What follows belongs to an exercise in optimizing a design on an open flow for small area and a short achievable clock period; a production flow would make more cautious choices. Function was checked by simulation only, so behaviour that the tests miss may differ from the original. No activity file was given, so power comes from the tool's default toggle rates.

==> flow/design.v <==
module data_mem_responder (
    input  logic        Clock,
    input  logic        ResetN,
    input  logic        MemRead,
    input  logic        MemWrite,
    input  logic [15:0] Address,
    input  logic [15:0] WriteData,
    output logic [15:0] ReadData,
    output logic        Ready,
    output logic        Error,
    output logic [1:0]  fsm_state
);
    localparam int NGRP = 8;             
    localparam int GW   = 256 / NGRP;    
    logic w1, w2, o0, o1, oe;
    logic [15:0] roww;                   
    logic [15:0] wd_g;                   
    logic acc;
    logic [15:0] row, col;               
    logic [15:0] wdata;
    logic        rd_ok, wr_ok, err_l;
    assign acc = !(w1 || w2 || o1) && (MemRead || MemWrite);
    always_ff @(posedge Clock or negedge ResetN) begin
        if (!ResetN) begin
            w1    <= 1'b0;
            w2    <= 1'b0;
            o0    <= 1'b0;
            o1    <= 1'b0;
            oe    <= 1'b0;
            roww  <= '0;
            wd_g  <= '0;
        end else begin
            w1    <= acc;
            w2    <= w1;
            o0    <= acc || w1;
            o1    <= w2;
            oe    <= w2 && err_l;
            roww  <= row & {16{w2 && wr_ok}};
            wd_g  <= wdata & {16{w2 && wr_ok}};
        end
    end
    assign fsm_state = {o1, o0};
    assign Ready     = o1;
    assign Error     = oe;
    logic req_err;
    assign req_err = (MemRead & MemWrite) | Address[0] | (|Address[15:9]);
    always_ff @(posedge Clock) begin
        if (acc) begin
            row   <= 16'(1) << Address[8:5];
            col   <= 16'(1) << Address[4:1];
            wdata <= WriteData;
            err_l <= req_err;
            rd_ok <= MemRead & !req_err;
            wr_ok <= MemWrite & !req_err;
        end
    end
    logic [255:0] sel, nwe;
    logic [15:0]  rn [128];              
    for (genvar w = 0; w < 256; w++) begin : g_sel
        assign sel[w] = row[w / 16] & col[w % 16];
        assign nwe[w] = !(roww[w / 16] & col[w % 16]);
    end
    for (genvar p = 0; p < 128; p++) begin : g_pair
        dmr_word_pair u_pair (
            .Clock(Clock), .sel(sel[2 * p +: 2]), .nwe(nwe[2 * p +: 2]), .wd(wd_g),
            .rn(rn[p])
        );
    end
    localparam int GP = GW / 2;          
    logic [15:0] part [NGRP];
    for (genvar g = 0; g < NGRP; g++) begin : g_grp
        for (genvar b = 0; b < 16; b++) begin : g_bit
            logic [GP-1:0] terms;
            for (genvar k = 0; k < GP; k++) begin : g_term
                assign terms[k] = rn[g * GP + k][b];
            end
            always_ff @(posedge Clock) part[g][b] <= !(&terms);
        end
    end
    logic [15:0] rd_or;
    always_comb begin
        rd_or = '0;
        for (int g = 0; g < NGRP; g++) rd_or = rd_or | part[g];
    end
    always_ff @(posedge Clock) ReadData <= rd_or & {16{rd_ok}};
endmodule
module dmr_word_pair (
    input  logic        Clock,
    input  logic [1:0]  sel,
    input  logic [1:0]  nwe,
    input  logic [15:0] wd,
    output logic [15:0] rn
);
    logic [15:0] q0, q1;
    always_ff @(posedge Clock) begin
        q0 <= (q0 & {16{nwe[0]}}) | (wd & {16{sel[0]}});
        q1 <= (q1 & {16{nwe[1]}}) | (wd & {16{sel[1]}});
    end
    assign rn = ~((q0 & {16{sel[0]}}) | (q1 & {16{sel[1]}}));
endmodule
==> flow/run.sh <==
#!/bin/bash
# synth_recipe.tcl (not shown) runs the flow's synth.tcl, then flattens the netlist and writes it again
# the make line also repeats each setting of config.mk as NAME=value (left out here)
make -C /OpenROAD-flow-scripts/flow DESIGN_CONFIG=/design/flow/config.mk WORK_HOME=/design/flow/orfs CLKGATE_MAP_FILE= SYNTH_SCRIPT=/design/flow/synth_recipe.tcl finish
==> flow/config.mk <==
export PLATFORM = sky130hd
export DESIGN_NAME = data_mem_responder
export DESIGN_NICKNAME = data_mem_responder
export VERILOG_FILES = /design/flow/design.v
export SDC_FILE = /design/flow/constraint.sdc
export NUM_CORES = 4
export LEC_CHECK = 0
export CAP_MARGIN = 20
export CORE_MARGIN = 2
export CORE_UTILIZATION = 65
export CTS_BUF_LIST = sky130_fd_sc_hd__clkbuf_16
export CTS_CLUSTER_DIAMETER = 80
export CTS_CLUSTER_SIZE = 28
export PLACE_DENSITY = 0.75
export SETUP_SLACK_MARGIN = 2.55
export SLEW_MARGIN = 20
export SYNTH_HIERARCHICAL = 1
export SYNTH_MINIMUM_KEEP_SIZE = 0
==> flow/constraint.sdc <==
create_clock -name core_clock -period 5.0 [get_ports {Clock}]
set_input_delay 1.0000 -clock core_clock [delete_from_list [all_inputs] [get_ports {Clock}]]
set_output_delay 1.0000 -clock core_clock [all_outputs]
set_load 0.01 [all_outputs]
==> impl_metrics.csv, run 1 <==
group,metric,value,unit
routing,route.antenna.remaining_nets,0,
sta,worstMarginPinSlew,1.31,ns
outcome,status,"timing/DRC/antenna clean",
floorplan,coreArea,0.243,mm2
sta,finalMaxSlewViolations,0,
sta,finClkSkew,0.0671,ns
final_layout,postLayoutCellArea,0.161,mm2
clocking,clkLatencyLatePin,0.92,ns
yosys,yosysSeqAreaShare,55.3,%
sta,grt_setup_unrepaired,"yes",
power,pwr-share-clk,15.0,%
grt,grt_pass1_vias,108000,
critical_path,r2r_start,"col[15]",
routing,wl_per_cell,31.5,um
yosys,synth-simple-area-share,4.68,%
grt,grt_max_degree,143,
clocking,cts.sinks,4328,
clocking,htreeDepth,4,
run,maxCapViolations,0,
yosys,synthXorXnorAreaFrac,0,%
grt,antenna_found_initial,44,
critical_path,crit_path_end_kind,"flip-flop",
yosys,post_synth_num_cell_types,27,
critical_path,r2r_slack,2.45,ns
yosys,post-synth-top-area-cell,"dfxtp_1",
routing,drt-pass1-iter-count,8,
power,p_per_area,757,mW/mm2
power,p_comb_share,33.1,%
routing,vias,117000,
floorplan,start_util,65.2,%
power,swShare,35.3,%
sta,hold_viol,0,
floorplan,rows,181,
sta,maxSlewHeadroom,11.6,%
sta,finalCritPeriodShare,51.0,%
floorplan,die_area,0.247,mm2
floorplan,top_level_ports,56,
clocking,cts_max_path_buffers,3,
power,internal-power,78800,uW
yosys,synth_top_family_by_area,"compound AO/OA/AOI/OAI gates",
critical_path,crit_path_max_fanout,28,
final_layout,drive_gt1_share,13.1,%
final_layout,final_nets,12300,
critical_path,criticalPathCategory,"reg -> reg",
clocking,cts_tree,"built",
yosys,synthTopCellsByArea,"dfxtp_1 54%, a22o_1 18%, a22oi_1 9.7%",
routing,drt-total-wl,490000,um
clocking,path_clk_slew,0.12,ns
power,p_leak,0.0628,uW
yosys,synth_top_cell_area_share,53.7,%
routing,drt_iter0_markers,16400,
final_layout,synthToLayoutAreaGrowth,1.94,%
critical_path,cp.arrival,3.32,ns
power,ir_worst_vdd,0.411,mV
hold_path,hold_path.class,"in -> async",
yosys,ys_ff_latch,4328,
place,dpl_cell_area,0.154,mm2
critical_path,worstPathRequired,5.78,ns
clocking,cts-hold-fix-buffers,0,
floorplan,die_w,497,um
final_layout,post-route-util,66.4,%
yosys,muxShareOfSynthArea,0,%
clocking,cts_made_buffers,181,
floorplan,die_y,497,um
yosys,syn_nets,13200,
sta,fin_crit,2.55,ns
final_layout,layout.cells.non_filler,15600,
sta,setup_tns,0,ns
power,power.switching,43100,uW
yosys,syn_area,0.158,mm2
place,gp_congestion,0.911,
yosys,synth_cells,13100,
clocking,ctsRootBufferMaster,"clkbuf_16",
yosys,synth.avg_cell_area,12.0,um2
yosys,synth-compound-area-share,33.1,%
power,power_frac_seq,51.9,%
yosys,yosysWarnings,11,
sta,setup_viol,0,
grt,grt_usage,37.6,%
yosys,synth_adder_area_share,0,%
grt,grt_overflow,0,
critical_path,startpoint_type,"flip-flop",
grt,grt_pass1_wl,723000,um
place,placedCellCount,15200,
place,place_hpwl,299000,um
critical_path,worstReg2RegEnd,"part[5][15]",
sta,max_clock_freq,392,MHz
routing,viasPerCell,7.53,
critical_path,r2r_cells,6,
routing,post-route-drc-count,0,
place,portBuffers,55,
## critical path: stages (launching register included)
cell	delay, ns
edfxtp_1	0.52
buf_12	0.22
and2_1	0.23
buf_4	0.25
a22oi_1	0.31
nand4_1	0.27
or4_4	0.60
## layout by cell type (no fill, tap or decap), types with 94 or more instances in the layout
| cell type | count |
|---|---|
| a22oi_1 | 1925 |
| clkbuf_16 | 191 |
| a22o_1 | 3328 |
| dfxtp_1 | 4238 |
| a22oi_2 | 123 |
| buf_4 | 182 |
| a22o_2 | 768 |
| nand4_1 | 512 |
| or4_1 | 126 |
| and2_1 | 94 |
| nand2_1 | 260 |
## cell usage after synthesis (all sizes together)
cell,instances
a211o,1
a21boi,16
a22o,4096
a22oi,2048
and2,257
and3,32
buf,1282
clkbuf,103
dfrtp,37
dfxtp,4240
edfxtp,51
inv,2
nand2,260
nand2b,8
nand4,512
nor2,19
nor3,12
nor4,36
nor4b,1
o31ai,1
or4,130
## cell families after synthesis
| logic type | Yosys count |
|---|---|
| AOI/OAI and AO/OA | 6162 |
| DFF | 4328 |
| buffers and inverters | 1387 |
| and+or+nand+nor | 1267 |
## what timing repair did
action	CTS	global route
gates cloned	3	3
buffers inserted	45	10
pin swaps	36	66
gates resized for setup	350	180
setup endpoints to repair	739	108
## power groups by stage
stage	Clock [uW]	Sequential, uW	Combinational [uW]
finish	18300	63200	40300
global route	19600	64800	42500
CTS	18400	62600	39100
detailed placement	0	63400	37900
global placement	0	62600	36700
floorplan	0	60300	28500
## flip-flops by register name, summed over array words and instances, names as in the netlist, 16 cells and up
| register | cells |
|---|---|
| g_pair.u_pair.q0 | 2048 |
| g_pair.u_pair.q1 | 2048 |
| part | 128 |
| ReadData | 16 |
| col | 16 |
| row | 16 |
| roww | 16 |
| wd_g | 16 |
| wdata | 16 |
## Yosys stat by module, one instance, submodules excluded
module              area, um2  copies in the design  cells  flip-flops and latches
data_mem_responder      13300                     1   1624                     232
dmr_word_pair            1130                   128     90                      32
## how the worst max path moves through the flow
stage | startpoint | to | slack [ns] | cells past startpoint
after floorplan | MemWrite | col[0] | 1.90 | 2
final | col[15] | part[5][15] | 2.45 | 6
after detailed placement | col[0] | part[2][12] | 1.78 | 5
after global routing | col[5] | part[4][13] | 2.45 | 6
after global placement | Address[6] | row[3] | 1.61 | 3
after CTS | o1 | Ready | 2.49 | 1
## per-layer routing
metal	vias to the layer above	track usage, %	wire length [um]
met2	6600	55.9	214000
met4	38	18.5	28000
li1	50500	-	-
met5	-	0	251
met3	1109	7.77	51000
met1	59200	52.0	197000
## cell type report
type | instances | area [um2]
Tap cell | 3202 | 4010
Timing Repair Buffer | 329 | 3420
Inverter | 2 | 7.51
Antenna cell | 22 | 55.1
Sequential cell | 4328 | 87400
Clock inverter | 77 | 713
Multi-Input combinational cell | 7430 | 60800
Fill cell | 18000 | 81400
Clock buffer | 189 | 4730
## metrics by stage
stage / power, uW / hold slack, ns / setup WS, ns
floorplan: 88800 / 0.428 / 1.90
CTS: 120000 / 0.0466 / 2.49
detailed placement: 101000 / 0.448 / 1.78
global route: 127000 / 0.0746 / 2.45
finish: 122000 / 0.0817 / 2.45
global placement: 99300 / 0.440 / 1.61
==> inputs of run 2 (changes only) <==
--- a/flow/design.v
+++ b/flow/design.v
@@ -13,7 +13,7 @@
     localparam int NGRP = 8;             
     localparam int GW   = 256 / NGRP;    
     logic w1, w2, o0, o1, oe;
-    logic [15:0] roww;                   
+    logic        wq;                     
     logic [15:0] wd_g;                   
     logic acc;
     logic [15:0] row, col;               
@@ -27,7 +27,7 @@
             o0    <= 1'b0;
             o1    <= 1'b0;
             oe    <= 1'b0;
-            roww  <= '0;
+            wq    <= 1'b0;
             wd_g  <= '0;
         end else begin
             w1    <= acc;
@@ -35,7 +35,7 @@
             o0    <= acc || w1;
             o1    <= w2;
             oe    <= w2 && err_l;
-            roww  <= row & {16{w2 && wr_ok}};
+            wq    <= w2 && wr_ok;
             wd_g  <= wdata & {16{w2 && wr_ok}};
         end
     end
@@ -58,7 +58,7 @@
     logic [15:0]  rn [128];              
     for (genvar w = 0; w < 256; w++) begin : g_sel
         assign sel[w] = row[w / 16] & col[w % 16];
-        assign nwe[w] = !(roww[w / 16] & col[w % 16]);
+        assign nwe[w] = !(sel[w] & wq);
     end
     for (genvar p = 0; p < 128; p++) begin : g_pair
         dmr_word_pair u_pair (
==> flow/config.mk (replaced) <==
export PLATFORM = sky130hd
export DESIGN_NAME = data_mem_responder
export DESIGN_NICKNAME = data_mem_responder
export VERILOG_FILES = /design/flow/design.v
export SDC_FILE = /design/flow/constraint.sdc
export NUM_CORES = 4
export LEC_CHECK = 0
export CAP_MARGIN = 20
export CORE_MARGIN = 2
export CORE_UTILIZATION = 60
export CTS_BUF_LIST = sky130_fd_sc_hd__clkbuf_16
export CTS_CLUSTER_DIAMETER = 60
export CTS_CLUSTER_SIZE = 25
export PLACE_DENSITY = 0.7
export SETUP_SLACK_MARGIN = 2.6
export SLEW_MARGIN = 20
export SYNTH_HIERARCHICAL = 1
export SYNTH_MINIMUM_KEEP_SIZE = 0
==> run 2 against run 1 <==
  * Combinational power increased by 13%
  * Critical endpoint is now part[0][11]
  * Hold slack got worse by 0.0038 ns
  * Sequential cell count decreased by 15
  * Via count increased by 3.5%
  * Routed wire length increased by 6.3%
  * Largest cell class unchanged
  * Utilization decreased by 1.2 points
  * Sequential share of layout area decreased by 3.4 points
  * Final cell count increased by 5.9%
  * First-iteration DRC count increased by 7.0%
  * Non-clock buffer count increased by 441
  * Clock power increased by 22%
  * Maximum frequency decreased by 4.5%
==> impl_metrics.csv, run 2 <==
group,metric,value,unit
clocking,clkLatencyLatePin,0.96,ns
final_layout,postLayoutCellArea,0.171,mm2
routing,wl_per_cell,31.6,um
floorplan,coreArea,0.262,mm2
final_layout,post-route-util,65.3,%
sta,setup_viol,0,
sta,finalMaxSlewViolations,0,
yosys,synth_cells,13100,
yosys,post_synth_num_cell_types,27,
yosys,synth.avg_cell_area,12.0,um2
clocking,cts.sinks,4313,
final_layout,reg.largest.list,"g_pair.u_pair.q0: 2048 flops, g_pair.u_pair.q1: 2048 flops, part: 128 flops",
final_layout,final_common_cell,"dfxtp_1",
sta,finalCritPeriodShare,53.4,%
floorplan,die_w,517,um
grt,grt_max_degree,140,
sta,finClkSkew,0.0631,ns
yosys,ys_ff_latch,4313,
place,portBuffers,55,
final_layout,n_fill_cell,19600,
critical_path,crit_path_max_fanout,8,
floorplan,die_area,0.267,mm2
yosys,yosysWarnings,11,
yosys,synthTopCellsByArea,"dfxtp_1 54%, a22o_1 18%, a22oi_1 9.7%",
clocking,htreeDepth,4,
clocking,cts_made_buffers,237,
sta,grt_setup_unrepaired,"yes",
critical_path,crit_path_end_kind,"flip-flop",
floorplan,top_level_ports,56,
yosys,synth_top_cell_area_share,53.8,%
sta,max_clock_freq,375,MHz
routing,route.antenna.remaining_nets,0,
power,p_per_area,767,mW/mm2
yosys,synthArstFlopShare,0.510,%
critical_path,criticalPathCategory,"reg -> reg",
yosys,syn_nets,13200,
sta,fin_ws,2.33,ns
place,place_hpwl,308000,um
grt,antenna_found_initial,45,
yosys,yosysSeqAreaShare,55.1,%
sta,hold_viol,0,
sta,worstMarginPinSlew,1.23,ns
grt,grt_usage,36.5,%
clocking,cts_max_path_buffers,4,
run,maxCapViolations,0,
grt,grt_overflow,0,
place,dpl_cell_area,0.155,mm2
floorplan,rows,188,
final_layout,final_nets,12800,
critical_path,cp.arrival,3.51,ns
critical_path,startpoint_type,"flip-flop",
floorplan,start_util,60.2,%
power,ir_worst_vdd,0.494,mV
routing,vias,122000,
routing,viasPerCell,7.37,
yosys,yosysMostFrequentCell,"dfxtp_1",
outcome,status,"timing/DRC/antenna clean",
final_layout,final_cell_mix,"4228 x dfxtp_1, 3328 x a22o_1, 1737 x a22oi_1",
yosys,post-synth-top-area-cell,"dfxtp_1",
yosys,ys.flop_type,"dfxtp_1",
clocking,path_clk_slew,0.10,ns
routing,post-route-drc-count,0,
final_layout,drive_gt1_share,19.8,%
clocking,cts_tree,"built",
final_layout,synthToLayoutAreaGrowth,8.43,%
grt,grt_pass1_wl,746000,um
sta,maxSlewHeadroom,17.1,%
place,place_ws,1.68,ns
yosys,synth_edf_count,51,
sta,fin_crit,2.67,ns
floorplan,die_y,517,um
power,p_leak,0.0670,uW
routing,drt-pass1-iter-count,8,
yosys,synth_commonest_cells,"4240 x dfxtp_1, 3328 x a22o_1, 2048 x a22oi_1, 768 x a22o_2, 524 x buf_4",
grt,grt_pass1_vias,111000,
routing,drt_iter0_markers,17600,
sta,setup_tns,0,ns
clocking,ctsRootBufferMaster,"clkbuf_16",
critical_path,worstPathRequired,5.84,ns
routing,drt-total-wl,521000,um
hold_path,hold_path.class,"in -> async",
place,gp_congestion,0.916,
yosys,syn_area,0.158,mm2
run 2: path summary, 6_finish.rpt:
| kind | startpoint | to | slack, ns | cells after the start |
|---|---|---|---|---|
| hold reg to reg | w1 | w2 | 0.47 | 0 |
| hold / removal | ResetN | wq | 0.08 | 1 |
| max in group asynchronous | ResetN | wd_g[4] | 4.41 | 1 |
| min in group core_clock | w1 | w2 | 0.47 | 0 |
| setup reg to reg | col[1] | part[0][11] | 2.33 | 11 |
| setup / recovery | col[1] | part[0][11] | 2.33 | 11 |
run 2: per-module statistics from Yosys, one instance, submodules excluded:
module	cell area (um2)	flip-flops and latches	cells	times used
dmr_word_pair	1130	32	90	128
data_mem_responder	13000	217	1608	1
run 2: critical path, cell delays in order, from the launching register on:
cell	delay [ns]
edfxtp_1	0.41
buf_4	0.15
buf_6	0.11
buf_12	0.12
buf_12	0.14
buf_8	0.13
and2_4	0.16
buf_4	0.15
buf_12	0.14
a22oi_2	0.12
nand4_1	0.30
or4_1	0.60
run 2: cell families (layout without fill, tap and decap cells):
group	count (synthesis)	after routing	synth area share (%)
buffers and inverters	1385	1183	6.99
AOI/OAI and AO/OA	6162	6162	33.2
DFF	4313	4313	55.1
and+or+nand+nor	1268	1292	4.69
other	0	30	0
run 2: area by class of cell:
class                           count  area (um2)  area share [%]
Inverter                            2        7.51         0.00439
Sequential cell                  4313       87000            50.9
Clock inverter                    168        1760            1.03
Clock buffer                      243        6080            3.56
Timing Repair Buffer              770        9390            5.49
Multi-Input combinational cell   7454       62300            36.4
Antenna cell                       30        75.1          0.0439
Tap cell                         3515        4400            2.57
run 2: per-stage QoR:
stage	total power (uW)	hold WS (ns)	std cells
6_report	131000	0.0779	16500
5_1_grt	136000	0.0807	16500
4_1_cts	127000	0.0559	16300
3_5_place_dp	102000	0.449	15700
3_3_place_gp	100000	0.441	15700
2_1_floorplan	88700	0.370	13100
run 2: where the power goes:
part	total [uW]	internal [uW]	leakage (uW)	switching (uW)
Clock	22300	10000	0.00382	12200
Combinational	45600	22100	0.0270	23500
Sequential	63300	52100	0.0362	11200
run 2: repair_timing:
action	CTS	global route
endpoints found under the setup margin	3177	513
hold buffers	0	0
setup buffers	164	122
pin swaps	234	206
gates resized for setup	882	345
cloned	30	51
run 2: layer usage:
layer,global-route usage [%],vias up,share of wire [%]
met1,51.0,61200,40
met4,16.9,36,5.5
met5,0,-,0.049
met2,53.5,7367,43
met3,8.35,1208,11
li1,-,51700,-
==> inputs of run 3 (changes only) <==
--- a/flow/design.v
+++ b/flow/design.v
@@ -13,8 +13,7 @@
     localparam int NGRP = 8;             
     localparam int GW   = 256 / NGRP;    
     logic w1, w2, o0, o1, oe;
-    logic        wq;                     
-    logic [15:0] wd_g;                   
+    logic [15:0] roww;                   
     logic acc;
     logic [15:0] row, col;               
     logic [15:0] wdata;
@@ -27,16 +26,14 @@
             o0    <= 1'b0;
             o1    <= 1'b0;
             oe    <= 1'b0;
-            wq    <= 1'b0;
-            wd_g  <= '0;
+            roww  <= '0;
         end else begin
             w1    <= acc;
             w2    <= w1;
             o0    <= acc || w1;
             o1    <= w2;
             oe    <= w2 && err_l;
-            wq    <= w2 && wr_ok;
-            wd_g  <= wdata & {16{w2 && wr_ok}};
+            roww  <= row & {16{w2 && wr_ok}};
         end
     end
     assign fsm_state = {o1, o0};
@@ -54,15 +51,17 @@
             wr_ok <= MemWrite & !req_err;
         end
     end
-    logic [255:0] sel, nwe;
+    logic [255:0] sel, we, nwe;
     logic [15:0]  rn [128];              
     for (genvar w = 0; w < 256; w++) begin : g_sel
-        assign sel[w] = row[w / 16] & col[w % 16];
-        assign nwe[w] = !(sel[w] & wq);
+        assign sel[w] = row[w / 16] & col[w % 16];      
+        assign we[w]  = roww[w / 16] & col[w % 16];     
+        assign nwe[w] = !(roww[w / 16] & col[w % 16]);
     end
     for (genvar p = 0; p < 128; p++) begin : g_pair
         dmr_word_pair u_pair (
-            .Clock(Clock), .sel(sel[2 * p +: 2]), .nwe(nwe[2 * p +: 2]), .wd(wd_g),
+            .Clock(Clock), .sel(sel[2 * p +: 2]), .we(we[2 * p +: 2]), .nwe(nwe[2 * p +: 2]),
+            .wd(wdata),
             .rn(rn[p])
         );
     end
@@ -87,14 +86,15 @@
 module dmr_word_pair (
     input  logic        Clock,
     input  logic [1:0]  sel,
+    input  logic [1:0]  we,
     input  logic [1:0]  nwe,
     input  logic [15:0] wd,
     output logic [15:0] rn
 );
     logic [15:0] q0, q1;
     always_ff @(posedge Clock) begin
-        q0 <= (q0 & {16{nwe[0]}}) | (wd & {16{sel[0]}});
-        q1 <= (q1 & {16{nwe[1]}}) | (wd & {16{sel[1]}});
+        q0 <= (q0 & {16{nwe[0]}}) | (wd & {16{we[0]}});
+        q1 <= (q1 & {16{nwe[1]}}) | (wd & {16{we[1]}});
     end
     assign rn = ~((q0 & {16{sel[0]}}) | (q1 & {16{sel[1]}}));
 endmodule
==> flow/config.mk (replaced) <==
export PLATFORM = sky130hd
export DESIGN_NAME = data_mem_responder
export DESIGN_NICKNAME = data_mem_responder
export VERILOG_FILES = /design/flow/design.v
export SDC_FILE = /design/flow/constraint.sdc
export NUM_CORES = 4
export LEC_CHECK = 0
export CAP_MARGIN = 20
export CORE_MARGIN = 2
export CORE_UTILIZATION = 65
export CTS_BUF_LIST = sky130_fd_sc_hd__clkbuf_16
export CTS_CLUSTER_DIAMETER = 80
export CTS_CLUSTER_SIZE = 28
export PLACE_DENSITY = 0.75
export SETUP_SLACK_MARGIN = 2.55
export SLEW_MARGIN = 20
export SYNTH_HIERARCHICAL = 1
export SYNTH_MINIMUM_KEEP_SIZE = 0
==> run 3 against run 2 <==
  * Still clean
  * Clock skew is 0.029 ns lower
  * Routed wire length is 0.88% lower
  * Via count decreased by 1.3%
  * Sequential share of layout area is 3.4 points higher
  * Clock power down 18%
  * Maximum frequency up 2.5%
  * Global-route usage increased by 2.4 points
  * Register-to-register slack improved by 0.06 ns
  * Synthesized cell count is 3.7% higher
  * Utilization fell by 0.68 points
  * Hold slack improved by 0.14 ns
  * Critical endpoint is now part[1][6]
  * Largest cell class unchanged
==> impl_metrics.csv, run 3 <==
group,metric,value,unit
critical_path,criticalPathCategory,"reg -> reg",
yosys,post-synth-top-area-cell,"dfxtp_1",
yosys,synth-simple-area-share,4.50,%
clocking,path_clk_slew,0.11,ns
floorplan,die_y,503,um
grt,antenna_found_initial,44,
grt,grt_pass1_vias,111000,
sta,hold_viol,0,
grt,grt_overflow,0,
critical_path,critPathCapture,"part[1][6]",
power,pwr-share-clk,15.8,%
clocking,cts_max_path_buffers,3,
hold_path,hold_path.class,"in -> async",
yosys,yosysSeqAreaShare,53.6,%
final_layout,synthToLayoutAreaGrowth,-1.06,%
routing,post-route-drc-count,0,
power,p_per_area,718,mW/mm2
routing,vias,120000,
clocking,ctsRootBufferMaster,"clkbuf_16",
power,p_comb_share,33.0,%
yosys,synthArstFlopShare,0.487,%
sta,fin_crit,2.60,ns
routing,drt_iter0_markers,18300,
yosys,synthXorXnorAreaFrac,0,%
critical_path,worstPathRequired,5.76,ns
yosys,yosysWarnings,11,
yosys,post_synth_num_cell_types,27,
grt,grt_max_degree,145,
floorplan,rows,183,
critical_path,r2r_cells,6,
power,power.switching,41900,uW
power,power_frac_seq,51.2,%
yosys,synth_cells,13600,
sta,maxSlewHeadroom,2.95,%
yosys,muxShareOfSynthArea,0,%
yosys,synth_edf_count,51,
final_layout,n_fill_cell,19100,
routing,wl_per_cell,32.6,um
sta,fin_ws,2.40,ns
yosys,yosysMostFrequentCell,"dfxtp_1",
floorplan,start_util,65.3,%
critical_path,cp.arrival,3.36,ns
yosys,synthTopCellsByArea,"dfxtp_1 52%, a22o_1 22%, a22oi_1 9.5%",
sta,max_clock_freq,384,MHz
final_layout,final_nets,12400,
yosys,synth-compound-area-share,31.7,%
floorplan,coreArea,0.248,mm2
yosys,synth_adder_area_share,0,%
critical_path,r2r_slack,2.40,ns
routing,route.antenna.remaining_nets,0,
critical_path,crit_path_end_kind,"flip-flop",
clocking,cts_made_buffers,181,
sta,worstMarginPinSlew,1.46,ns
place,gp_congestion,0.971,
sta,finalMaxSlewViolations,0,
grt,grt_pass1_wl,752000,um
yosys,synth.avg_cell_area,11.9,um2
critical_path,r2r_start,"col[10]",
yosys,synth_top_cell_area_share,52.4,%
clocking,cts.sinks,4312,
final_layout,final_cell_mix,"4224 x dfxtp_1, 4096 x a22o_1, 1909 x a22oi_1",
critical_path,worstReg2RegEnd,"part[1][6]",
sta,setup_tns,0,ns
clocking,cts_tree,"built",
run,maxCapViolations,0,
floorplan,die_w,503,um
routing,drt-pass1-iter-count,6,
grt,grt_usage,38.9,%
yosys,ys_ff_latch,4312,
yosys,synth_commonest_cells,"4240 x dfxtp_1, 4096 x a22o_1, 2048 x a22oi_1, 768 x buf_6, 528 x buf_2",
final_layout,reg.largest.list,"g_pair.u_pair.q0: 2048 flops, g_pair.u_pair.q1: 2048 flops, part: 128 flops",
power,ir_worst_vdd,0.435,mV
sta,hold_slack,0.220,ns
sta,finalCritPeriodShare,52.1,%
place,place_hpwl,321000,um
yosys,synth_top_family_by_area,"compound AO/OA/AOI/OAI gates",
yosys,ys.flop_type,"dfxtp_1",
yosys,syn_nets,13700,
sta,setup_viol,0,
critical_path,crit_path_max_fanout,19,
routing,viasPerCell,7.56,
power,internal-power,73200,uW
yosys,syn_area,0.162,mm2
place,place_ws,1.78,ns
place,portBuffers,55,
clocking,clkLatencyLatePin,0.89,ns
power,swShare,36.4,%
clocking,htreeDepth,4,
final_layout,drive_gt1_share,7.17,%
final_layout,final_common_cell,"dfxtp_1",
sta,finClkSkew,0.0341,ns
critical_path,startpoint_type,"flip-flop",
critical_path,critPathLaunch,"col[10]",
sta,grt_setup_unrepaired,"yes",
floorplan,die_area,0.253,mm2
floorplan,top_level_ports,56,
outcome,status,"timing/DRC/antenna clean",
routing,drt-total-wl,517000,um
power,p_leak,0.0618,uW
run 3: cell types whose count changed in the layout (fill, tap and decap cells not counted), sizes merged:
cell | before | now
dfrtp | 22 | 21
bufbuf | 20 | 0
bufinv | 16 | 7
clkinvlp | 24 | 36
clkinv | 65 | 37
buf | 681 | 201
and2 | 298 | 258
diode | 30 | 32
inv | 65 | 274
clkbuf | 278 | 190
run 3: modules after synthesis (local to each module, per instance):
module,cells,flip-flops and latches,times used,area (um2)
data_mem_responder,1844,216,1,13700
dmr_word_pair,92,32,128,1160
run 3: cell families (layout without fill, tap and decap cells):
family,Yosys count,in the layout
AO/OA/AOI/OAI,6162,6162
flip-flops,4312,4312
buffers and inverters,1895,779
AND/OR/NAND/NOR,1251,1252
other,0,32
run 3: timing repair:
item / in CTS / in global routing
gates cloned: 0 / 3
hold buffers: 0 / 0
gates resized for setup: 384 / 264
setup endpoints to repair: 2316 / 1400
pin swaps: 35 / 36
buffers inserted: 50 / 23
run 3: power by group through the flow:
| stage | logic, uW | clock network, uW | registers [uW] |
|---|---|---|---|
| after floorplan | 24800 | 0 | 57300 |
| after global placement | 34500 | 0 | 58700 |
| after detailed placement | 35600 | 0 | 59200 |
| after CTS | 36500 | 18300 | 58400 |
| after global routing | 39600 | 19500 | 60200 |
| final | 38000 | 18200 | 58900 |
run 3: worst min path at each step:
stage | start | to | slack, ns | cells past startpoint
finish | ResetN | w1 | 0.22 | 2
global placement | w1 | w2 | 0.44 | 0
detailed placement | w1 | w2 | 0.46 | 0
floorplan | w1 | w2 | 0.43 | 0
CTS | ResetN | roww[12] | 0.18 | 2
global route | ResetN | o0 | 0.21 | 2
run 3: layout make-up:
| class | instances | area, um2 | area share, % |
|---|---|---|---|
| inverters | 258 | 1080 | 0.677 |
| repair buffers | 240 | 2690 | 1.68 |
| well taps | 3330 | 4170 | 2.60 |
| multi-input cells | 7414 | 59900 | 37.4 |
| clock inverters | 96 | 777 | 0.485 |
| clock buffers | 185 | 4630 | 2.89 |
| flip-flops and latches | 4312 | 87000 | 54.3 |
| diodes | 32 | 80.1 | 0.0499 |
run 3: metrics by stage:
| stage | total power, uW | utilization [%] | instances | area (um2) |
|---|---|---|---|---|
| after global routing | 119000 | 64.6 | 15800 | 160000 |
| after global placement | 93100 | 61.5 | 15500 | 153000 |
| after CTS | 113000 | 64.2 | 15800 | 159000 |
| final | 115000 | 64.6 | 15900 | 160000 |
| after floorplan | 82100 | - | 13600 | 162000 |
| after detailed placement | 94700 | 61.5 | 15500 | 153000 |
run 3: worst max-delay path, cell delays in order (launching register included):
cell      delay, ns
edfxtp_1       0.46
buf_12         0.18
buf_12         0.18
and2_4         0.25
a22oi_1        0.23
nand4_1        0.45
or4_1          0.67
run 3: per-layer routing:
layer | up-vias | GRT usage (%) | wire [um]
li1 | 50800 | - | -
met1 | 60600 | 54.3 | 209000
met2 | 7397 | 57.2 | 224000
met3 | 1105 | 8.55 | 56000
met4 | 22 | 18.3 | 27700
met5 | - | 0 | 190
==> inputs of run 4 (changes only) <==
--- a/flow/config.mk
+++ b/flow/config.mk
@@ -12,7 +12,7 @@
 export CTS_CLUSTER_DIAMETER = 80
 export CTS_CLUSTER_SIZE = 28
 export PLACE_DENSITY = 0.75
-export SETUP_SLACK_MARGIN = 2.55
+export SETUP_SLACK_MARGIN = 2.7
 export SLEW_MARGIN = 20
 export SYNTH_HIERARCHICAL = 1
 export SYNTH_MINIMUM_KEEP_SIZE = 0
==> run 4 against run 3 <==
  * Clock skew is 0.0024 ns lower
  * Global-route usage is 0.70 points higher
  * Sequential share of layout area fell by 1.5 points
  * Via count increased by 1.8%
  * Combinational power grew 7.4%
  * Sequential cell count did not move
  * Count of clock-buffer cells in the layout unchanged
  * First-iteration DRC count about the same
  * Critical endpoint is now part[3][1]
  * Largest power group unchanged
==> impl_metrics.csv, run 4 <==
group,metric,value,unit
outcome,status,"timing/DRC/antenna clean",
place,place_ws,1.78,ns
clocking,clkLatencyLatePin,0.89,ns
sta,finalMaxSlewViolations,0,
routing,viasPerCell,7.58,
final_layout,seqCellArea,0.0870,mm2
place,place_hpwl,321000,um
final_layout,final_nets,12700,
floorplan,coreArea,0.248,mm2
yosys,post_synth_num_cell_types,27,
yosys,synthArstFlopShare,0.487,%
routing,wl_per_cell,33.2,um
yosys,syn_area,0.162,mm2
clocking,ctsRootBufferMaster,"clkbuf_16",
yosys,synth_commonest_cells,"4240 x dfxtp_1, 4096 x a22o_1, 2048 x a22oi_1, 768 x buf_6, 528 x buf_2",
floorplan,die_y,503,um
grt,grt_pass1_wl,764000,um
routing,top_layer_used,"met5",
yosys,ys_ff_latch,4312,
grt,grt_usage,39.6,%
critical_path,r2r_cells,7,
critical_path,criticalPathCategory,"reg -> reg",
sta,worstMarginPinSlew,1.43,ns
sta,maxSlewHeadroom,4.46,%
hold_path,hold_path.class,"in -> async",
critical_path,slowest_stage,"or4_1",
yosys,synth_edf_count,51,
place,gp_congestion,0.971,
yosys,synth_top_cell_area_share,52.4,%
critical_path,crit_path_end_kind,"flip-flop",
yosys,post-synth-top-area-cell,"dfxtp_1",
yosys,synth_cells,13600,
sta,grt_setup_unrepaired,"yes",
power,p_leak,0.0635,uW
sta,hold_viol,0,
routing,drt-pass1-iter-count,10,
critical_path,cp.arrival,3.36,ns
routing,drt_iter0_markers,18300,
routing,post-route-drc-count,0,
final_layout,synthToLayoutAreaGrowth,1.78,%
clocking,cts_max_path_buffers,3,
power,ir_worst_vdd,0.437,mV
final_layout,reg.largest.list,"g_pair.u_pair.q0: 2048 flops, g_pair.u_pair.q1: 2048 flops, part: 128 flops",
critical_path,r2r_slack,2.40,ns
sta,fin_crit,2.60,ns
final_layout,drive_gt1_share,12.3,%
place,portBuffers,55,
critical_path,worstReg2RegEnd,"part[3][1]",
grt,antenna_found_initial,47,
floorplan,die_area,0.253,mm2
grt,grt_pass1_vias,112000,
sta,fin_ws,2.40,ns
critical_path,crit_path_max_fanout,8,
routing,route.antenna.remaining_nets,0,
final_layout,n_fill_cell,18700,
final_layout,multi_input_area,0.0621,mm2
sta,setup_tns,0,ns
clocking,cts_made_buffers,181,
floorplan,start_util,65.3,%
yosys,ys.flop_type,"dfxtp_1",
sta,setup_viol,0,
critical_path,cp_cell_sequence,"buf_12 -> clkbuf_16 -> and2_4 -> buf_4 -> a22oi_2 -> nand4_1 -> or4_1",
yosys,yosysSeqAreaShare,53.6,%
sta,max_clock_freq,385,MHz
clocking,cts.sinks,4312,
clocking,path_clk_slew,0.11,ns
power,p_per_area,717,mW/mm2
sta,finClkSkew,0.0316,ns
critical_path,worstPathRequired,5.76,ns
critical_path,r2r_start,"col[2]",
final_layout,final_cell_mix,"4224 x dfxtp_1, 4096 x a22o_1, 1603 x a22oi_1",
clocking,cts_tree,"built",
floorplan,die_w,503,um
power,finalPower,118000,uW
final_layout,final_common_cell,"dfxtp_1",
run,maxCapViolations,0,
routing,drt-total-wl,534000,um
grt,grt_max_degree,145,
critical_path,critPathMaxStageDelay,0.55,ns
grt,grt_overflow,0,
yosys,yosysMostFrequentCell,"dfxtp_1",
routing,met3_length,61200,um
floorplan,rows,183,
yosys,yosysWarnings,11,
floorplan,top_level_ports,56,
routing,met2_length,231000,um
routing,drt-met1-wl,211000,um
yosys,synth.avg_cell_area,11.9,um2
yosys,syn_nets,13700,
clocking,htreeDepth,4,
routing,vias,122000,
yosys,synthTopCellsByArea,"dfxtp_1 52%, a22o_1 22%, a22oi_1 9.5%",
sta,finalCritPeriodShare,52.0,%
critical_path,startpoint_type,"flip-flop",
[run 4: stage by stage]
stage                     std cells  util [%]  instance area (um2)  hold slack (ns)
final                         16100      66.5               165000            0.228
after global routing          16100      66.4               165000            0.203
after global placement        15500      61.5               153000            0.438
after detailed placement      15500      61.5               153000            0.461
after floorplan               13600         -               162000            0.428
after CTS                     15900      65.1               161000            0.185
[run 4: modules after synthesis (local to each module, per instance)]
module	copies in the design	cell area (um2)	cells
data_mem_responder	1	13700	1844
dmr_word_pair	128	1160	92
[run 4: where the power goes]
part           internal [uW]  switching, uW  total (uW)
combinational          18200          22600       40800
clock                   7230          11000       18200
sequential             49400           9910       59300
[run 4: layer usage]
layer	up-vias	global-route usage [%]
li1	51300	-
met1	61700	54.5
met2	7783	58.3
met3	1282	9.59
met4	36	19.0
met5	-	0
[run 4: area by class of cell]
class / count / share of cell area [%]
sequential: 4312 / 52.8
multi-input combinational: 7449 / 37.6
timing repair buffer: 449 / 3.08
clock buffer: 185 / 2.81
tap: 3330 / 2.53
inverter: 258 / 0.669
clock inverter: 96 / 0.471
antenna: 31 / 0.0470
[run 4: repair_timing]
action                      CTS  global route
hold buffers                  0             0
pin swaps                   164           288
setup endpoints to repair  3770           968
setup buffers               129           142
gates resized for setup     832           501
gates cloned                 20            29
[run 4: how the worst max path moves through the flow]
| stage | cells after the start | end | startpoint |
|---|---|---|---|
| after floorplan | 1 | g_pair[0].u_pair.q0[15] | wdata[15] |
| after global placement | 5 | part[3][0] | col[0] |
| after detailed placement | 5 | part[3][0] | col[0] |
| after CTS | 2 | Ready | o1 |
| after global routing | 2 | Ready | o1 |
| final | 7 | part[3][1] | col[2] |
[run 4: cell families (layout without fill, tap and decap cells)]
logic type,count (synthesis),in the layout,share of synthesized area [%]
AND/OR/NAND/NOR,1251,1287,4.50
flip-flops,4312,4312,53.6
AO/OA/AOI/OAI,6162,6162,31.7
buffers and inverters,1895,988,10.1
other,0,31,0
[run 4: critical path: cells and delay by family, from the launching register on]
kind	cells	cell delay (ns)
AND/OR/NAND/NOR	3	1.12
buffers and inverters	3	0.60
flip-flops	1	0.48
AO/OA/AOI/OAI	1	0.23
==> inputs of run 5 (changes only) <==
--- a/flow/config.mk
+++ b/flow/config.mk
@@ -7,12 +7,12 @@
 export LEC_CHECK = 0
 export CAP_MARGIN = 20
 export CORE_MARGIN = 2
-export CORE_UTILIZATION = 65
+export CORE_UTILIZATION = 70
 export CTS_BUF_LIST = sky130_fd_sc_hd__clkbuf_16
 export CTS_CLUSTER_DIAMETER = 80
 export CTS_CLUSTER_SIZE = 28
-export PLACE_DENSITY = 0.75
-export SETUP_SLACK_MARGIN = 2.7
+export PLACE_DENSITY = 0.8
+export SETUP_SLACK_MARGIN = 2.55
 export SLEW_MARGIN = 20
 export SYNTH_HIERARCHICAL = 1
 export SYNTH_MINIMUM_KEEP_SIZE = 0
==> run 5 against run 4 <==
  * Synthesized cell count unchanged
  * First-iteration DRC count up 1.4%
  * Sequential power about the same
  * Critical path depth down 2
  * Sequential share of layout area up 2.0 points
  * Combinational power down 8.8%
==> impl_metrics.csv, run 5 <==
group,metric,value,unit
sta,finClkSkew,0.0390,ns
routing,wl_per_cell,32.8,um
sta,setup_viol,0,
grt,grt_usage,41.1,%
yosys,post_synth_num_cell_types,27,
clocking,path_clk_slew,0.11,ns
clocking,htreeDepth,4,
place,dpl_cell_area,0.152,mm2
hold_path,hold_path.class,"in -> async",
yosys,synth.avg_cell_area,11.9,um2
yosys,synthArstFlopShare,0.487,%
clocking,cts_max_path_buffers,3,
sta,hold_viol,0,
routing,route.antenna.remaining_nets,0,
place,place_ws,1.93,ns
grt,grt_pass1_wl,746000,um
critical_path,r2r_slack,2.39,ns
sta,max_clock_freq,383,MHz
sta,finalCritPeriodShare,52.3,%
run,maxCapViolations,0,
final_layout,final_common_cell,"dfxtp_1",
routing,viasPerCell,7.80,
yosys,synth_top_cell_area_share,52.4,%
yosys,yosysMostFrequentCell,"dfxtp_1",
sta,setup_tns,0,ns
yosys,syn_nets,13700,
grt,grt_pass1_vias,112000,
floorplan,die_area,0.235,mm2
final_layout,reg.largest.list,"g_pair.u_pair.q0: 2048 flops, g_pair.u_pair.q1: 2048 flops, part: 128 flops",
yosys,yosysWarnings,11,
routing,drt_iter0_markers,18600,
grt,antenna_found_initial,63,
yosys,yosysSeqAreaShare,53.6,%
sta,hold_slack,0.214,ns
sta,grt_setup_unrepaired,"yes",
power,p_leak,0.0610,uW
outcome,status,"timing/DRC/antenna clean",
final_layout,drive_gt1_share,6.40,%
yosys,synth_commonest_cells,"4240 x dfxtp_1, 4096 x a22o_1, 2048 x a22oi_1, 768 x buf_6, 528 x buf_2",
critical_path,crit_path_max_fanout,31,
floorplan,die_y,485,um
clocking,cts_made_buffers,175,
clocking,cts.sinks,4312,
routing,vias,121000,
routing,drt-total-wl,509000,um
sta,fin_ws,2.39,ns
power,ir_worst_vdd,0.961,mV
yosys,post-synth-top-area-cell,"dfxtp_1",
critical_path,startpoint_type,"flip-flop",
floorplan,coreArea,0.230,mm2
floorplan,die_w,485,um
place,portBuffers,55,
yosys,syn_area,0.162,mm2
critical_path,worstPathRequired,5.76,ns
yosys,synthTopCellsByArea,"dfxtp_1 52%, a22o_1 22%, a22oi_1 9.5%",
routing,drt-pass1-iter-count,6,
routing,post-route-drc-count,0,
final_layout,final_cell_mix,"4233 x dfxtp_1, 4096 x a22o_1, 1980 x a22oi_1",
yosys,ys.flop_type,"dfxtp_1",
yosys,ys_ff_latch,4312,
final_layout,synthToLayoutAreaGrowth,-2.02,%
final_layout,n_fill_cell,16800,
grt,grt_overflow,0,
critical_path,worstReg2RegEnd,"part[3][7]",
critical_path,cp.arrival,3.38,ns
sta,worstMarginPinSlew,1.17,ns
place,place_hpwl,317000,um
final_layout,postLayoutCellArea,0.159,mm2
clocking,ctsRootBufferMaster,"clkbuf_16",
floorplan,top_level_ports,56,
critical_path,criticalPathCategory,"reg -> reg",
grt,grt_max_degree,149,
sta,maxSlewHeadroom,21.1,%
critical_path,r2r_cells,5,
final_layout,final_nets,12400,
place,gp_congestion,0.992,
critical_path,r2r_start,"col[6]",
power,finalPower,114000,uW
critical_path,critPathLaunch,"col[6]",
sta,fin_crit,2.61,ns
final_layout,seqCellArea,0.0870,mm2
floorplan,start_util,70.4,%
final_layout,multi_input_area,0.0595,mm2
sta,finalMaxSlewViolations,0,
clocking,cts-hold-fix-buffers,0,
yosys,synth_edf_count,51,
clocking,clkLatencyLatePin,0.88,ns
power,p_per_area,718,mW/mm2
floorplan,rows,176,
critical_path,crit_path_end_kind,"flip-flop",
clocking,cts_tree,"built",
yosys,synth_cells,13600,
==> run 5: cell counts after synthesis <==
Identical to the previous run, type by type.
==> run 5: how the worst max path moves through the flow <==
stage	endpoint	slack, ns	depth (start not counted)
4_1_cts	Ready	2.39	2
6_report	part[3][7]	2.39	5
3_5_place_dp	part[1][12]	1.93	5
5_1_grt	Ready	2.42	2
3_3_place_gp	g_pair[13].u_pair.q0[7]	1.65	3
2_1_floorplan	g_pair[0].u_pair.q0[15]	0.31	1
==> run 5: critical path, cell delays in order, from the launching register on <==
cell and delay, ns:
edfxtp_1 0.47, buf_12 0.24, and2_2 0.45, a22oi_1 0.28
nand4_1 0.30, or4_1 0.60
==> run 5: modules after synthesis (local to each module, per instance) <==
module / flip-flops and latches / cell area [um2]
data_mem_responder: 216 / 13700
dmr_word_pair: 32 / 1160
==> run 5: kinds of logic (layout without fill, tap and decap cells) <==
family	count (synthesis)	after routing	synth area share [%]
AO/OA/AOI/OAI	6162	6162	31.7
flip-flops	4312	4312	53.6
buffers and inverters	1895	714	10.1
AND/OR/NAND/NOR	1251	1251	4.50
other	0	23	0
==> run 5: repair_timing <==
item                                    4_1_cts  5_1_grt
setup buffers                                33        8
endpoints found under the setup margin     1628     1395
resized for setup                           356      244
pin swaps                                    21       36
==> run 5: through the flow <==
step / cells / utilization [%]
2_1_floorplan: 13600 / -
3_3_place_gp: 15200 / 66.1
3_5_place_dp: 15200 / 66.1
4_1_cts: 15500 / 68.7
5_1_grt: 15500 / 69.0
6_report: 15500 / 69.0
==> run 5: power breakdown <==
part | switching [uW] | internal [uW] | total [uW] | leakage (uW)
sequential | 9850 | 49400 | 59200 | 0.0362
combinational | 20900 | 16300 | 37200 | 0.0222
clock | 10600 | 6930 | 17500 | 0.00263
total | 41400 | 72600 | 114000 | 0.0610
==> run 5: layout make-up <==
class                           instances  area share [%]
Timing Repair Buffer                  206            1.35
Clock inverter                         64           0.251
Sequential cell                      4312            54.8
Tap cell                             3026            2.38
Antenna cell                           23          0.0362
Inverter                              258           0.778
Multi-Input combinational cell       7413            37.5
Clock buffer                          186            2.93
==> run 5: layer usage <==
metal  global-route usage, %  part of all wire (%)  wire, um
met5                       0                 0.055       281
met4                    22.6                   6.3     32000
met1                    57.0                    39    198000
met2                    58.3                    42    213000
met3                    10.9                    13     64400
==> inputs of run 6 (changes only) <==
--- a/flow/design.v
+++ b/flow/design.v
@@ -66,20 +66,20 @@
         );
     end
     localparam int GP = GW / 2;          
-    logic [15:0] part [NGRP];
+    logic [15:0] part_n [NGRP];
     for (genvar g = 0; g < NGRP; g++) begin : g_grp
         for (genvar b = 0; b < 16; b++) begin : g_bit
             logic [GP-1:0] terms;
             for (genvar k = 0; k < GP; k++) begin : g_term
                 assign terms[k] = rn[g * GP + k][b];
             end
-            always_ff @(posedge Clock) part[g][b] <= !(&terms);
+            always_ff @(posedge Clock) part_n[g][b] <= &terms;
         end
     end
     logic [15:0] rd_or;
     always_comb begin
         rd_or = '0;
-        for (int g = 0; g < NGRP; g++) rd_or = rd_or | part[g];
+        for (int g = 0; g < NGRP; g++) rd_or = rd_or | ~part_n[g];
     end
     always_ff @(posedge Clock) ReadData <= rd_or & {16{rd_ok}};
 endmodule
--- a/flow/config.mk
+++ b/flow/config.mk
@@ -7,11 +7,11 @@
 export LEC_CHECK = 0
 export CAP_MARGIN = 20
 export CORE_MARGIN = 2
-export CORE_UTILIZATION = 70
+export CORE_UTILIZATION = 65
 export CTS_BUF_LIST = sky130_fd_sc_hd__clkbuf_16
 export CTS_CLUSTER_DIAMETER = 80
 export CTS_CLUSTER_SIZE = 28
-export PLACE_DENSITY = 0.8
+export PLACE_DENSITY = 0.75
 export SETUP_SLACK_MARGIN = 2.55
 export SLEW_MARGIN = 20
 export SYNTH_HIERARCHICAL = 1
==> run 6 against run 5 <==
  * Critical path depth down 3
  * Maximum frequency is 1.8% higher
  * Synthesized cell count about the same
  * Sequential power down 1%
==> impl_metrics.csv, run 6 <==
group,metric,value,unit
sta,setup_viol,0,
final_layout,drive_gt1_share,5.04,%
sta,finalMaxSlewViolations,0,
sta,fin_crit,2.57,ns
hold_path,hold_path.class,"in -> async",
yosys,yosysSeqAreaShare,53.7,%
floorplan,start_util,65.2,%
floorplan,top_level_ports,56,
sta,max_clock_freq,390,MHz
sta,worstMarginPinSlew,1.44,ns
critical_path,startpoint_type,"flip-flop",
critical_path,r2r_slack,2.48,ns
clocking,htreeDepth,4,
sta,grt_setup_unrepaired,"yes",
place,place_hpwl,318000,um
final_layout,reg.largest.list,"g_pair.u_pair.q0: 2048 flops, g_pair.u_pair.q1: 2048 flops, part_n: 128 flops",
place,gp_congestion,0.977,
outcome,status,"timing/DRC/antenna clean",
power,p_per_area,718,mW/mm2
critical_path,r2r_cells,6,
yosys,syn_nets,13700,
yosys,post-synth-top-area-cell,"dfxtp_1",
sta,maxSlewHeadroom,4.29,%
power,ir_worst_vdd,0.631,mV
sta,hold_viol,0,
clocking,cts_max_path_buffers,3,
critical_path,worstPathRequired,4.00,ns
clocking,cts_made_buffers,179,
yosys,synth_top_cell_area_share,52.4,%
yosys,synthTopCellsByArea,"dfxtp_1 52%, a22o_1 22%, a22oi_1 9.5%",
grt,grt_overflow,0,
place,place_ws,1.79,ns
final_layout,synthToLayoutAreaGrowth,-1.82,%
yosys,synth_cells,13600,
grt,busiest_layer,"met2",
floorplan,die_area,0.253,mm2
routing,route.antenna.remaining_nets,0,
routing,post-route-drc-count,0,
floorplan,coreArea,0.248,mm2
routing,viasPerCell,7.54,
yosys,synth.avg_cell_area,11.9,um2
final_layout,final_nets,12400,
grt,met3_usage,8.33,%
yosys,yosysMostFrequentCell,"dfxtp_1",
final_layout,final_common_cell,"dfxtp_1",
routing,drt_iter0_markers,18400,
sta,fin_ws,2.43,ns
clocking,clkLatencyLatePin,0.90,ns
critical_path,r2r_start,"col[8]",
clocking,ctsRootBufferMaster,"clkbuf_16",
floorplan,rows,183,
clocking,cts_tree,"built",
yosys,synth_commonest_cells,"4240 x dfxtp_1, 4096 x a22o_1, 2048 x a22oi_1, 768 x buf_6, 544 x nand4_1",
critical_path,crit_path_end_kind,"output pin",
grt,grt_usage,38.0,%
clocking,cts-hold-fix-buffers,0,
sta,finalCritPeriodShare,51.3,%
grt,grt_pass1_wl,740000,um
routing,drt-pass1-iter-count,8,
floorplan,die_w,503,um
grt,met1_usage,52.8,%
yosys,syn_area,0.162,mm2
yosys,ys_ff_latch,4312,
run,maxCapViolations,0,
floorplan,die_y,503,um
grt,antenna_found_initial,34,
yosys,post_synth_num_cell_types,26,
final_layout,final_cell_mix,"4230 x dfxtp_1, 4096 x a22o_1, 2020 x a22oi_1",
yosys,synthArstFlopShare,0.487,%
power,p_leak,0.0612,uW
critical_path,worstReg2RegEnd,"part_n[0][3]",
critical_path,criticalPathCategory,"reg -> out",
routing,wl_per_cell,31.9,um
yosys,ys.flop_type,"dfxtp_1",
sta,hold_slack,0.217,ns
routing,drt-total-wl,504000,um
grt,grt_max_degree,145,
critical_path,crit_path_max_fanout,2,
critical_path,cp.arrival,1.57,ns
clocking,path_clk_slew,0.11,ns
critical_path,critPathCapture,"fsm_state[1]",
yosys,synth_edf_count,51,
grt,grt_use_met2,56.0,%
critical_path,critPathLaunch,"o1",
clocking,cts.sinks,4312,
sta,setup_tns,0,ns
place,portBuffers,55,
sta,finClkSkew,0.0381,ns
routing,vias,119000,
yosys,yosysWarnings,11,
grt,grt_pass1_vias,111000,
## run 6: cell types whose count changed after synthesis
cell / before / now
o21a_1: 0 / 16
or4_1: 128 / 0
nand4_1: 512 / 544
clkbuf_1: 73 / 74
a21boi_0: 16 / 0
nor4_1: 35 / 131
## run 6: what timing repair did
| item | in CTS | in global routing |
|---|---|---|
| pin swaps | 5 | 12 |
| buffers inserted | 51 | 6 |
| resized for setup | 148 | 145 |
| setup endpoints to repair | 2519 | 1135 |
| cloned | 0 | 0 |
## run 6: logic make-up (layout without fill, tap and decap cells)
| group | count (synthesis) | in the layout | synth area share (%) |
|---|---|---|---|
| compound gates | 6162 | 6162 | 31.7 |
| buf+inv | 1896 | 743 | 10.2 |
| simple gates | 1251 | 1251 | 4.41 |
| flops | 4312 | 4312 | 53.7 |
| other cells | 0 | 13 | 0 |
## run 6: layout make-up
class	count	area (um2)
clock inverter	65	654
multi-input combinational	7413	59000
clock buffer	186	4650
antenna	13	32.5
fill	19200	89300
timing repair buffer	234	2370
tap	3330	4170
inverter	258	1130
sequential	4312	87000
## run 6: through the flow
stage | cells | util, % | area, um2 | power (uW)
finish | 15800 | 64.0 | 159000 | 114000
global route | 15800 | 64.0 | 159000 | 118000
CTS | 15800 | 63.8 | 158000 | 113000
detailed placement | 15500 | 61.4 | 152000 | 94400
global placement | 15500 | 61.4 | 152000 | 92700
floorplan | 13600 | - | 162000 | 82300
## run 6: per-module statistics from Yosys (local to each module, per instance)
module | cells | cell area, um2 | flops+latches
data_mem_responder | 1845 | 13600 | 216
dmr_word_pair | 92 | 1160 | 32
## run 6: power by group
group | leakage [uW] | total (uW) | internal [uW] | switching [uW]
Sequential | 0.0362 | 58500 | 49400 | 9170
Clock | 0.00269 | 18100 | 7320 | 10800
Combinational | 0.0223 | 37500 | 16200 | 21300
## run 6: how the worst min path moves through the flow
| stage | startpoint | endpoint | slack, ns | cells past startpoint |
|---|---|---|---|---|
| 3_5_place_dp | err_l | oe | 0.45 | 1 |
| 2_1_floorplan | w1 | w2 | 0.43 | 0 |
| 4_1_cts | ResetN | roww[11] | 0.19 | 2 |
| 6_report | ResetN | roww[10] | 0.22 | 2 |
| 3_3_place_gp | w1 | w2 | 0.44 | 0 |
| 5_1_grt | ResetN | roww[13] | 0.19 | 2 |
## run 6: routing by layer
layer	wire length, um	share of wire (%)
met1	202000	40
met2	218000	43
met3	55600	11
met4	28200	5.6
met5	139	0.028
## run 6: critical path: stages (launching register included)
cell and delay [ns]:
dfrtp_2 0.45, buf_6 0.13, buf_6 0.11
==> inputs of run 7 (changes only) <==
--- a/flow/config.mk
+++ b/flow/config.mk
@@ -9,7 +9,7 @@
 export CORE_MARGIN = 2
 export CORE_UTILIZATION = 65
 export CTS_BUF_LIST = sky130_fd_sc_hd__clkbuf_16
-export CTS_CLUSTER_DIAMETER = 80
+export CTS_CLUSTER_DIAMETER = 70
 export CTS_CLUSTER_SIZE = 28
 export PLACE_DENSITY = 0.75
 export SETUP_SLACK_MARGIN = 2.55
==> run 7 against run 6 <==
  * Highest routed layer unchanged
  * Routed wire length grew 0.11%
  * Largest cell class unchanged
  * Hold slack lost 0.016 ns
  * Combinational power hardly changed
  * Sequential power is essentially flat
  * Utilization rose by 0.27 points
==> impl_metrics.csv, run 7 <==
group,metric,value,unit
sta,worstMarginPinSlew,1.44,ns
place,place_hpwl,318000,um
final_layout,drive_gt1_share,5.43,%
power,ir_worst_vdd,0.631,mV
routing,drt-pass1-iter-count,9,
yosys,synth_top_cell_area_share,52.4,%
routing,met2_length,220000,um
final_layout,synthToLayoutAreaGrowth,-1.41,%
critical_path,r2r_cells,4,
floorplan,die_area,0.253,mm2
grt,antenna_found_initial,28,
clocking,cts_made_buffers,190,
clocking,cts.sinks,4312,
yosys,synthTopCellsByArea,"dfxtp_1 52%, a22o_1 22%, a22oi_1 9.5%",
yosys,synth_commonest_cells,"4240 x dfxtp_1, 4096 x a22o_1, 2048 x a22oi_1, 768 x buf_6, 544 x nand4_1",
routing,viasPerCell,7.55,
run,maxCapViolations,0,
yosys,ys_ff_latch,4312,
critical_path,startpoint_type,"flip-flop",
floorplan,start_util,65.2,%
floorplan,rows,183,
critical_path,cp.arrival,1.59,ns
clocking,cts_max_path_buffers,3,
place,placedCellCount,15500,
final_layout,reg.largest.list,"g_pair.u_pair.q0: 2048 flops, g_pair.u_pair.q1: 2048 flops, part_n: 128 flops",
place,portBuffers,55,
yosys,synth_cells,13600,
routing,post-route-drc-count,0,
outcome,status,"timing/DRC/antenna clean",
sta,finalMaxSlewViolations,0,
yosys,syn_nets,13700,
floorplan,top_level_ports,56,
sta,finalCritPeriodShare,51.9,%
floorplan,die_w,503,um
routing,drt_iter0_markers,18500,
clocking,clkLatencyLatePin,0.93,ns
critical_path,r2r_start,"row[6]",
final_layout,multi_input_area,0.0590,mm2
clocking,htreeDepth,4,
grt,grt_overflow,0,
routing,wl_per_cell,31.8,um
critical_path,crit_path_max_fanout,2,
critical_path,crit_path_end_kind,"output pin",
floorplan,die_y,503,um
yosys,post_synth_num_cell_types,26,
grt,grt_pass1_vias,111000,
final_layout,layout.cells.non_filler,15900,
sta,max_clock_freq,386,MHz
sta,finClkSkew,0.0467,ns
routing,route.antenna.remaining_nets,0,
critical_path,worstPathRequired,4.00,ns
final_layout,final_cell_mix,"4230 x dfxtp_1, 4096 x a22o_1, 2021 x a22oi_1",
clocking,cts-hold-fix-buffers,0,
sta,hold_viol,0,
hold_path,hold_path.class,"in -> async",
sta,maxSlewHeadroom,4.04,%
yosys,ys.flop_type,"dfxtp_1",
place,gp_congestion,0.977,
final_layout,final_nets,12400,
routing,vias,120000,
grt,grt_max_degree,145,
floorplan,coreArea,0.248,mm2
clocking,path_clk_slew,0.11,ns
clocking,ctsRootBufferMaster,"clkbuf_16",
sta,setup_viol,0,
yosys,post-synth-top-area-cell,"dfxtp_1",
yosys,yosysWarnings,11,
yosys,yosysSeqAreaShare,53.7,%
yosys,yosysMostFrequentCell,"dfxtp_1",
sta,fin_crit,2.59,ns
critical_path,worstReg2RegEnd,"part_n[3][3]",
final_layout,final_common_cell,"dfxtp_1",
routing,drt-met1-wl,201000,um
routing,top_layer_used,"met5",
final_layout,n_fill_cell,19100,
power,p_per_area,722,mW/mm2
routing,met3_length,57100,um
sta,setup_tns,0,ns
critical_path,criticalPathCategory,"reg -> out",
yosys,synth.avg_cell_area,11.9,um2
grt,grt_usage,38.0,%
yosys,syn_area,0.162,mm2
power,p_leak,0.0614,uW
sta,grt_setup_unrepaired,"yes",
critical_path,r2r_slack,2.44,ns
grt,grt_pass1_wl,741000,um
clocking,cts_tree,"built",
yosys,synthArstFlopShare,0.487,%
final_layout,seqCellArea,0.0870,mm2
routing,drt-total-wl,505000,um
yosys,synth_edf_count,51,
[run 7: repair_timing]
item	in CTS	in global routing
cloned	0	0
pin swaps	6	14
setup buffers	48	5
resized for setup	156	142
endpoints found under the setup margin	2545	1266
hold endpoints to repair	0	0
[run 7: layer usage]
metal  vias to the layer above  GRT usage [%]
met1                     60200           53.0
met3                      1167           8.19
met4                        12           17.9
li1                      50800              -
met5                         -          0.171
met2                      7701           56.3
[run 7: worst max path at each step]
stage               depth (start not counted)                      end  startpoint
finish                                      2             fsm_state[1]          o1
global route                                2             fsm_state[1]          o1
CTS                                         6             part_n[0][3]      col[8]
detailed placement                          4                  col[10]    MemWrite
global placement                            4                   col[2]     MemRead
floorplan                                   1  g_pair[0].u_pair.q0[15]   wdata[15]
[run 7: critical path: stages (launching register included)]
cell and delay [ns]:
dfrtp_2 0.44, buf_6 0.12, buf_6 0.11
[run 7: kinds of logic after synthesis]
| kind of cell | share of synthesized area [%] |
|---|---|
| AOI/OAI and AO/OA | 31.7 |
| DFF | 53.7 |
| buffers and inverters | 10.2 |
| and+or+nand+nor | 4.41 |
[run 7: cell type report]
type,count,area share [%]
antenna,10,0.0157
clock buffer,198,3.10
clock inverter,111,0.673
inverter,258,0.710
multi-input combinational,7413,37.0
sequential,4312,54.5
tap,3330,2.61
timing repair buffer,229,1.45
[run 7: modules after synthesis (local to each module, per instance)]
| module | flops+latches | cell area (um2) | copies in the design |
|---|---|---|---|
| dmr_word_pair | 32 | 1160 | 128 |
| data_mem_responder | 216 | 13600 | 1 |
[run 7: power breakdown]
part	internal (uW)	switching, uW
registers	49400	9200
logic	16100	21300
clock network	7940	11300
total	73400	41800
[run 7: metrics by stage]
step	total power, uW	setup slack (ns)	hold slack (ns)	instance area, um2	util [%]
floorplan	82300	0.314	0.428	162000	-
global placement	92700	1.87	0.442	152000	61.4
detailed placement	94400	1.79	0.450	152000	61.4
CTS	114000	2.33	0.177	159000	64.1
global route	119000	2.37	0.183	160000	64.3
finish	115000	2.41	0.201	160000	64.3
==> inputs of run 8 (changes only) <==
--- a/flow/config.mk
+++ b/flow/config.mk
@@ -7,11 +7,11 @@
 export LEC_CHECK = 0
 export CAP_MARGIN = 20
 export CORE_MARGIN = 2
-export CORE_UTILIZATION = 65
+export CORE_UTILIZATION = 70
 export CTS_BUF_LIST = sky130_fd_sc_hd__clkbuf_16
-export CTS_CLUSTER_DIAMETER = 70
+export CTS_CLUSTER_DIAMETER = 80
 export CTS_CLUSTER_SIZE = 28
-export PLACE_DENSITY = 0.75
+export PLACE_DENSITY = 0.8
 export SETUP_SLACK_MARGIN = 2.55
 export SLEW_MARGIN = 20
 export SYNTH_HIERARCHICAL = 1
==> run 8 against run 7 <==
  * Design area shrank 0.76%
  * Combinational power is essentially flat
  * Sequential cell count unchanged
  * Utilization grew 4.6 points
  * Critical path type unchanged
  * Largest cell class unchanged
==> impl_metrics.csv, run 8 <==
group,metric,value,unit
sta,grt_setup_unrepaired,"yes",
sta,max_clock_freq,388,MHz
yosys,syn_area,0.162,mm2
critical_path,r2r_cells,3,
final_layout,final_common_cell,"dfxtp_1",
floorplan,start_util,70.4,%
critical_path,worstPathRequired,4.00,ns
critical_path,worstReg2RegEnd,"g_pair[51].u_pair.q0[10]",
floorplan,rows,176,
place,gp_congestion,1.01,
yosys,yosysMostFrequentCell,"dfxtp_1",
clocking,cts.sinks,4312,
routing,drt-pass1-iter-count,7,
yosys,synth-simple-area-share,4.41,%
critical_path,critPathLaunch,"o1",
clocking,path_clk_slew,0.11,ns
power,power_frac_seq,51.5,%
final_layout,drive_gt1_share,5.04,%
floorplan,top_level_ports,56,
yosys,post-synth-top-area-cell,"dfxtp_1",
yosys,synthArstFlopShare,0.487,%
critical_path,crit_path_max_fanout,3,
critical_path,crit_buf_inv,2,
sta,setup_viol,0,
critical_path,startpoint_type,"flip-flop",
power,p_leak,0.0609,uW
yosys,synth_cells,13600,
floorplan,die_w,485,um
grt,grt_pass1_vias,112000,
yosys,synth_adder_area_share,0,%
grt,grt_max_degree,145,
power,p_per_area,718,mW/mm2
routing,route.antenna.remaining_nets,0,
routing,drt_iter0_markers,18500,
grt,grt_pass1_wl,734000,um
run,maxCapViolations,0,
clocking,htreeDepth,4,
critical_path,cpMostUsedCell,"buf_6",
power,p_comb_share,32.8,%
grt,antenna_found_initial,29,
place,portBuffers,55,
yosys,synth.avg_cell_area,11.9,um2
routing,viasPerCell,7.76,
routing,post-route-drc-count,0,
power,internal-power,72600,uW
hold_path,hold_path.class,"in -> async",
sta,fin_crit,2.57,ns
sta,finalCritPeriodShare,51.5,%
yosys,ys.flop_type,"dfxtp_1",
yosys,muxShareOfSynthArea,0,%
routing,vias,120000,
outcome,status,"timing/DRC/antenna clean",
place,place_hpwl,309000,um
critical_path,slowest_stage,"dfrtp_1",
sta,setup_tns,0,ns
clocking,clkLatencyLatePin,0.91,ns
power,pwr-share-clk,15.6,%
yosys,yosysSeqAreaShare,53.7,%
yosys,post_synth_num_cell_types,26,
floorplan,coreArea,0.230,mm2
clocking,cts_made_buffers,177,
final_layout,synthToLayoutAreaGrowth,-2.16,%
routing,drt-total-wl,498000,um
sta,worstMarginPinSlew,1.43,ns
yosys,synth_edf_count,51,
sta,finalMaxSlewViolations,0,
power,ir_worst_vdd,0.672,mV
routing,wl_per_cell,32.1,um
clocking,cts_max_path_buffers,3,
final_layout,n_fill_cell,16700,
sta,finClkSkew,0.0471,ns
## run 8: worst max path at each step
stage / depth (start not counted) / slack, ns / to
2_1_floorplan: 1 / 0.31 / g_pair[0].u_pair.q0[15]
6_report: 2 / 2.43 / fsm_state[1]
4_1_cts: 2 / 2.41 / fsm_state[1]
5_1_grt: 2 / 2.40 / fsm_state[1]
3_5_place_dp: 5 / 1.84 / part_n[4][10]
3_3_place_gp: 5 / 1.84 / part_n[4][9]
## run 8: cell families (layout without fill, tap and decap cells)
group,count (synthesis),count (layout)
other cells,0,24
flops,4312,4312
compound gates,6162,6162
buf+inv,1896,723
simple gates,1251,1251
## run 8: layout make-up
cell class              instances  area, um2  area share (%)
flip-flops and latches       4312      87000            54.9
well taps                    3026       3790            2.39
multi-input cells            7413      59100            37.3
repair buffers                215       2150            1.36
clock buffers                 189       4730            2.99
inverters                     258       1150           0.728
clock inverters                61        450           0.284
diodes                         24       60.1          0.0379
## run 8: what timing repair did
action / 4_1_cts / 5_1_grt
endpoints found under the hold margin: 0 / 0
setup endpoints to repair: 2430 / 1119
setup buffers: 44 / 9
resized for setup: 169 / 160
pin swaps: 4 / 8
## run 8: modules after synthesis (local to each module, per instance)
module	flops+latches	area [um2]	copies in the design
dmr_word_pair	32	1160	128
data_mem_responder	216	13600	1
## run 8: metrics by stage
| stage | setup WS (ns) | cell area [um2] |
|---|---|---|
| floorplan | 0.314 | 162000 |
| global placement | 1.84 | 152000 |
| detailed placement | 1.84 | 152000 |
| CTS | 2.41 | 158000 |
| global route | 2.40 | 158000 |
| finish | 2.43 | 158000 |
## run 8: routing by layer
metal	vias to the layer above	share of wire (%)	track usage [%]
li1	50700	-	-
met1	59900	39	55.2
met2	8275	43	59.4
met3	1362	12	9.08
met4	18	6.0	21.1
met5	-	0.023	0
## run 8: power groups by stage
stage / Sequential (uW) / Clock [uW] / Combinational (uW)
floorplan: 57300 / 0 / 25000
detailed placement: 59000 / 0 / 35100
global route: 60000 / 18900 / 38800
global placement: 58300 / 0 / 33900
finish: 58700 / 17800 / 37300
CTS: 58200 / 17700 / 35900

re-timing with driven ports:
In the flow no input, the clock included, has a driving cell. The finished layouts below were timed again as built, in two steps. Step 1 sets driving cells, clkbuf_16 on the clock port and buf_2 on the other inputs (assumed; they add their load-dependent delay and slew). Step 2, shift: input delay + t, output delay - t, t = (earliest + latest rising clock arrival at the registers) / 2. This alone moves slack from input paths to output paths. Three values: ideal ports, drivers, drivers and shift; two values: the first two.
run | t, ns | slack for setup (ns)
run 1 | 0.978 | 2.450 / 2.439 / 1.873
run 2 | 1.032 | 2.332 / 2.332 / 2.199
run 3 | 0.980 | 2.396 / 2.345 / 1.785
run 4 | 0.977 | 2.399 / 2.352 / 1.735
run 5 | 0.965 | 2.387 / 2.358 / 1.824
run 6 | 0.970 | 2.433 / 2.346 / 1.772
run 7 | 0.991 | 2.407 / 2.322 / 1.780
run 8 | 0.986 | 2.425 / 2.329 / 1.973
After both steps setup and hold are still met in every run listed.
